What follows belongs to an exercise in optimizing a design on an open flow for small area and a short achievable clock period; a production flow would make more cautious choices. The RTL was checked by simulation tests, not by an equivalence proof against the original design. Power figures rest on the tool's default switching activity, not on a simulated workload.

File: run.sh
#!/bin/bash
# synth_recipe.tcl (not shown) runs the flow's synth.tcl, then flattens the netlist and writes it again
# the make line also repeats each setting of config.mk as NAME=value (left out here)
make -C /OpenROAD-flow-scripts/flow DESIGN_CONFIG=/design/flow/config.mk WORK_HOME=/design/flow/orfs CLKGATE_MAP_FILE= SYNTH_SCRIPT=/design/flow/synth_recipe.tcl finish
File: config.mk
export PLATFORM = sky130hd
export DESIGN_NAME = dds_phase_accumulator_mc
export DESIGN_NICKNAME = dds_phase_accumulator_mc
export VERILOG_FILES = /design/flow/design.v
export SDC_FILE = /design/flow/constraint.sdc
export NUM_CORES = 4
export LEC_CHECK = 0
export CAP_MARGIN = 20
export CORE_MARGIN = 2
export CORE_UTILIZATION = 40
export SLEW_MARGIN = 20
File: constraint.sdc
create_clock -name core_clock -period 5.8 [get_ports {clock}]
set_input_delay 1.1600 -clock core_clock [delete_from_list [all_inputs] [get_ports {clock}]]
set_output_delay 1.1600 -clock core_clock [all_outputs]
set_load 0.01 [all_outputs]
File: design.v
package dds_pkg;
  localparam logic [1:0] CFG_FREQ        = 2'd0;
  localparam logic [1:0] CFG_PHASE_OFS   = 2'd1;
  localparam logic [1:0] CFG_SWEEP_STEP  = 2'd2;
  localparam logic [1:0] CFG_SWEEP_LIMIT = 2'd3;
  function automatic int clog2(input int value);
    int v;
    clog2 = 0;
    for (v = value - 1; v > 0; v = v >> 1) begin
      clog2 = clog2 + 1;
    end
  endfunction
  function automatic int ch_width(input int num_ch);
    ch_width = (clog2(num_ch) < 1) ? 1 : clog2(num_ch);
  endfunction
endpackage
module dds_acc_channel #(
  parameter int ACC_W = 32,
  parameter int OUT_W = 12
) (
  input  logic             clock,
  input  logic             reset,
  input  logic             enable,
  input  logic             commit,
  input  logic             sync_clear,
  input  logic             sweep_en,
  input  logic [ACC_W-1:0] shadow_freq,
  input  logic [ACC_W-1:0] shadow_ofs,
  input  logic [ACC_W-1:0] shadow_step,
  input  logic [ACC_W-1:0] shadow_limit,
  output logic [OUT_W-1:0] phase,
  output logic             wrap,
  output logic             sweep_done
);
  logic [ACC_W-1:0] freq_act;
  logic [ACC_W-1:0] ofs_act;
  logic [ACC_W-1:0] step_act;
  logic [ACC_W-1:0] limit_act;
  logic [ACC_W-1:0] acc;
  logic [ACC_W:0]   acc_sum;
  logic [ACC_W:0]   sweep_sum;
  assign acc_sum   = {1'b0, acc} + {1'b0, freq_act};
  assign sweep_sum = {1'b0, freq_act} + {1'b0, step_act};
  always_ff @(posedge clock or posedge reset) begin
    if (reset) begin
      acc  <= '0;
      wrap <= 1'b0;
    end else if (sync_clear) begin
      acc  <= '0;
      wrap <= 1'b0;
    end else if (enable) begin
      acc  <= acc_sum[ACC_W-1:0];
      wrap <= acc_sum[ACC_W];
    end else begin
      wrap <= 1'b0;
    end
  end
  always_ff @(posedge clock or posedge reset) begin
    if (reset) begin
      phase <= '0;
    end else begin
      phase <= OUT_W'((acc + ofs_act) >> (ACC_W - OUT_W));
    end
  end
  always_ff @(posedge clock or posedge reset) begin
    if (reset) begin
      freq_act   <= '0;
      ofs_act    <= '0;
      step_act   <= '0;
      limit_act  <= '0;
      sweep_done <= 1'b0;
    end else if (commit) begin
      freq_act   <= shadow_freq;
      ofs_act    <= shadow_ofs;
      step_act   <= shadow_step;
      limit_act  <= shadow_limit;
      sweep_done <= 1'b0;
    end else if (!sweep_en) begin
      sweep_done <= 1'b0;
    end else if (enable && !sweep_done) begin
      if (sweep_sum > {1'b0, limit_act}) begin
        freq_act   <= limit_act;
        sweep_done <= 1'b1;
      end else begin
        freq_act <= sweep_sum[ACC_W-1:0];
      end
    end
  end
endmodule
module dds_phase_accumulator_mc #(
  parameter int NUM_CH = 4,
  parameter int ACC_W  = 32,
  parameter int OUT_W  = 12,
  localparam int CH_W  = dds_pkg::ch_width(NUM_CH)
) (
  input  logic                    clock,
  input  logic                    reset,
  input  logic                    enable,
  input  logic                    cfg_valid,
  output logic                    cfg_ready,
  input  logic [CH_W-1:0]         cfg_ch,
  input  logic [1:0]              cfg_sel,
  input  logic [ACC_W-1:0]        cfg_data,
  input  logic                    update,
  input  logic [NUM_CH-1:0]       sync_clear,
  input  logic [NUM_CH-1:0]       sweep_en,
  output logic [NUM_CH*OUT_W-1:0] phase_out,
  output logic [NUM_CH-1:0]       wrap,
  output logic [NUM_CH-1:0]       sweep_done
);
  logic commit_pending;
  assign cfg_ready = ~commit_pending;
  always_ff @(posedge clock or posedge reset) begin
    if (reset) begin
      commit_pending <= 1'b0;
    end else if (commit_pending) begin
      commit_pending <= 1'b0;
    end else if (update) begin
      commit_pending <= 1'b1;
    end
  end
  for (genvar c = 0; c < NUM_CH; c++) begin : g_ch
    logic [ACC_W-1:0] sh_freq;
    logic [ACC_W-1:0] sh_ofs;
    logic [ACC_W-1:0] sh_step;
    logic [ACC_W-1:0] sh_limit;
    logic             wr_hit;
    assign wr_hit = cfg_valid && cfg_ready && (cfg_ch == CH_W'(c));
    always_ff @(posedge clock or posedge reset) begin
      if (reset) begin
        sh_freq  <= '0;
        sh_ofs   <= '0;
        sh_step  <= '0;
        sh_limit <= '0;
      end else if (wr_hit) begin
        case (cfg_sel)
          dds_pkg::CFG_FREQ:        sh_freq  <= cfg_data;
          dds_pkg::CFG_PHASE_OFS:   sh_ofs   <= cfg_data;
          dds_pkg::CFG_SWEEP_STEP:  sh_step  <= cfg_data;
          dds_pkg::CFG_SWEEP_LIMIT: sh_limit <= cfg_data;
          default:         sh_freq  <= sh_freq;
        endcase
      end
    end
    dds_acc_channel #(
      .ACC_W(ACC_W),
      .OUT_W(OUT_W)
    ) u_ch (
      .clock       (clock),
      .reset       (reset),
      .enable      (enable),
      .commit      (commit_pending),
      .sync_clear  (sync_clear[c]),
      .sweep_en    (sweep_en[c]),
      .shadow_freq (sh_freq),
      .shadow_ofs  (sh_ofs),
      .shadow_step (sh_step),
      .shadow_limit(sh_limit),
      .phase       (phase_out[c*OUT_W +: OUT_W]),
      .wrap        (wrap[c]),
      .sweep_done  (sweep_done[c])
    );
  end
endmodule
==> results by group <==
Routing
  • Routed wire length per instance: 21.3 um
  • DR vias/cell: around 5.6
  • Antenna Nets Post-Route: 0
  • Iter 0 DRT Violations: between 3000 and 4000
  • Vias: 45465
  • Total Wirelength: between 150000 and 200000 um
  • DRC viols: 0
  • Initial DRT Pass Iterations: 6

Logic synthesis
  • Async SR Flop Fraction: 100%
  • Synthesized instance count: about 5800
  • Post-Syn Nets: ~6300
  • Yosys cell types: 82
  • Share of the synthesized area in the top cell type: between 40% and 50%
  • Average size of a mapped cell: roughly 11 um2
  • Netlist Area Pre-Place: ~64000 um2
  • Seq/Total Area, Yosys: a little under half
  • Post-synth top area cell: dfrtp_1
  • Yosys reg bits: 1209
  • Synth warn: 2
  • Ys flop type: dfrtp_1
  • Cells taking the most area after synthesis: dfrtp_1, mux2_2, ha_1
  • Number of flops mapped to enable cells by yosys: 0

Die
  • I/O Pins: between 100 and 150
  • # rows: ~150
  • Initial Utilization: 40.2%
  • Die width: 405 um
  • Core Region: between 150000 and 200000 um2
  • Die H: around 410 um
  • Die area: around 160000 um2

Layout
  • Commonest non-fill, non-tap cells in the layout: dfrtp_1, mux2_2, ha_1
  • Nets: between 6000 and 7000
  • Synth-to-layout area growth: 13.2%
  • Post-route insts no fill: roughly 8000
  • Layout cells sized above 1: ~19%
  • Core Util, Final: 45.5%
  • Cell area after layout: 73000 um2
  • Commonest non-fill, non-tap cell in the layout: dfrtp_1

Setup path
  • CP arrival: 6.17 ns
  • CP Launch Type: flip-flop
  • Critical path data required time: 6.39 ns
  • CP bufs+invs: 1
  • Worst path max stage delay: ~0.50 ns
  • Critical path's top delay family: compound AO/OA/AOI/OAI gates
  • Crit-path max FO: 46
  • Worst path cell trace: ha_1 > fa_1 > a211oi_1 > o21ai_1 > a31o_2 > a21o_1 > xor2_1 > ha_1 > a21oi_1 > o21ai_0 > a2111oi_1 > a21oi_1 > a211oi_1 > o311ai_0 > a211o_1 > a221o_2 > buf_12 > nor3_1 > a311oi_1
  • CP Capture Type: flip-flop
  • Crit Path Category: flip-flop to flip-flop
  • CP max-delay cell: fa_1

GRT
  • All-layer global routing usage: a little over a fifth
  • First-pass GRT wire length: around 270000 um
  • Antenna violations before repair: 21
  • Largest net degree at the start of global routing: 142
  • Residual overflow from global routing: 0
  • Vias in the first global route: 45488

STA
  • Fmax: roughly 180 MHz
  • Sum of negative setup slack: 0 ns
  • Skew final: 0.0269 ns
  • WHS: approximately 0.46 ns
  • Slew HR: 30.8%
  • Slew @ Worst Pin: ~1 ns
  • Max-slew violations: 0
  • Unrepaired setup endpoints after global routing: false
  • Final setup vio count: 0
  • Final Cycle Share: between 90% and 100%
  • Post-layout minimum cycle time: 5.58 ns
  • Final worst slack: between 0.2 and 0.25 ns
  • Final Hold Fails: 0

CTS
  • Sink Count: about 1200
  • H-tree depth: 4
  • Clock Pin Slew Worst Setup and Hold Paths: about 0.06 ns
  • Clock Tree Root: clkbuf_16
  • Cts hold-fix bufs: 0
  • Worst skew pair latency: approximately 0.79 ns
  • CTS tree: yes
  • CTS Buf Count: roughly 140
  • Clock Path Buffers: 3

Place
  • Routability cong.: 0.899
  • DP Worst Slack: 0.277 ns
  • Inst Count DP: 7877
  • PortBufs: 105
  • Post-DP HPWL: about 120000 um
  • Cell Area, Placed: about 68000 um2

Run status
  • Outcome: no timing/DRC/antenna violations

Hold path
  • HP Class: flip-flop to flip-flop

Power
  • Leakage power: around 34 nW
  • Overall power: approximately 41 mW
  • Max VDD drop: around 0.48 mV
  • PD cells: between 500 and 600 nW/um2

Flow run
  • Max cap viols: 0
[registers in the layout, indices dropped and copies added, names as in the netlist, 4 cells and up]
name	flops
g_ch.sh_freq	128
g_ch.u_ch.freq_act	128
g_ch.sh_limit	128
g_ch.u_ch.wrap	4
g_ch.u_ch.limit_act	128
g_ch.u_ch.sweep_done	4
g_ch.sh_step	128
g_ch.u_ch.acc	128
g_ch.u_ch.step_act	128
g_ch.u_ch.phase	48
g_ch.sh_ofs	128
g_ch.u_ch.ofs_act	128
[worst reg2reg max path, cell delays in order (launching register included)]
cell	delay [ns]
dfrtp_1	0.41
ha_1	0.24
fa_1	0.50
a211oi_1	0.33
o21ai_1	0.18
a31o_2	0.26
a21o_1	0.18
xor2_1	0.23
ha_1	0.30
a21oi_1	0.15
o21ai_0	0.13
a2111oi_1	0.39
a21oi_1	0.16
a211oi_1	0.39
o311ai_0	0.24
a211o_1	0.34
a221o_2	0.44
buf_12	0.22
nor3_1	0.24
a311oi_1	0.07
[metal layers]
layer | part of all wire (%) | vias to the layer above | wire length (um) | GRT usage (%)
met5 | 0.025 | - | 44 | 0
met4 | 2.7 | 8 | 4600 | 6.18
met3 | 5.8 | 254 | 10100 | 3.62
met2 | 42 | 1090 | 73300 | 31.3
met1 | 49 | 22784 | 84700 | 31.5
li1 | - | 21329 | - | -
[synth_stat cells (all sizes together), types with 44 or more instances]
cell type  number
nand4          58
buf            64
inv           208
a211oi         60
o21ai         314
dfrtp        1209
a21oi         361
xor2           86
ha            504
nand3          74
clkbuf        197
a21o          141
mux2i         149
mux2          773
o21a           44
nor2          314
xnor2         156
o22ai         111
nor3          104
nand2         279
a311oi         45
[cells by family (layout without fill, tap and decap cells)]
| group | Yosys count | after routing | synth area share [%] |
|---|---|---|---|
| AO/OA/AOI/OAI | 1375 | 1375 | 13.6 |
| XOR/XNOR | 242 | 242 | 3.29 |
| adder cells (fa/ha/maj) | 512 | 512 | 10.0 |
| buffers and inverters | 470 | 673 | 2.87 |
| flip-flops | 1209 | 1209 | 46.9 |
| multiplexers | 922 | 922 | 15.8 |
| other | 0 | 4 | 0 |
| AND/OR/NAND/NOR | 1033 | 1033 | 7.49 |
[final cells by class]
| type | instances | area, um2 |
|---|---|---|
| repair buffers | 218 | 2110 |
| diodes | 4 | 10.0 |
| clock buffers | 197 | 4060 |
| fillers | 14843 | 87400 |
| well taps | 2160 | 2700 |
| inverters | 209 | 791 |
| flip-flops and latches | 1209 | 30300 |
| multi-input cells | 4084 | 32400 |
| clock inverters | 49 | 608 |
[path summary, 6_finish.rpt]
path	from	end	slack (ns)	cells past startpoint
max	g_ch[1].u_ch.freq_act[0]$_DFFE_PP0P_	g_ch[1].u_ch.freq_act[6]$_DFFE_PP0P_	0.22	19
min	g_ch[1].sh_limit[31]$_DFFE_PP0P_	g_ch[1].u_ch.limit_act[31]$_DFFE_PP0P_	0.46	2
max reg2reg	g_ch[1].u_ch.freq_act[0]$_DFFE_PP0P_	g_ch[1].u_ch.freq_act[6]$_DFFE_PP0P_	0.22	19
min reg2reg	g_ch[1].sh_limit[31]$_DFFE_PP0P_	g_ch[1].u_ch.limit_act[31]$_DFFE_PP0P_	0.46	2
max in group asynchronous	reset	g_ch[2].u_ch.step_act[8]$_DFFE_PP0P_	3.77	5
min in group asynchronous	reset	g_ch[1].u_ch.ofs_act[19]$_DFFE_PP0P_	0.74	2
[repair_timing]
item,4_1_cts,5_1_grt
endpoints found under the setup margin,0,56
buffers inserted,0,2
resized for setup,0,7
[power by group]
group          switching, mW  internal (mW)  leakage, nW  total (mW)
Clock                   3.59           5.40         2.30        9.00
Combinational           10.2           8.37         16.4        18.6
Sequential              2.04           11.0         15.3        13.0
Total                   15.9           24.8         34.0        40.6

afterwards: timing with drivers on the ports:
The flow's constraints put no driver on any port. The routed layout listed below was extracted and timed again, unchanged, in two steps.
Step 1 assumes that a clkbuf_16 drives the clock port and a buf_2 every other input.
Step 2 adds t to the input delays and takes it off the output delays; t is the mean of the earliest and latest rising clock arrival at the registers after step 1. Input paths then give back, and output paths get back, about the clock's delay inside the block.
Three values: ideal, step 1, step 2; two values: the first two.
shift t [ns]: 0.853
setup slack, ns: 0.221 / 0.221 / 0.221
slew at the worst register clock pin (ns): 0.06 / 0.06
After both steps setup and hold are still met in this run. For this run, drivers alone change the setup slack by 0.000 ns; drivers and shift together by 0.000 ns.
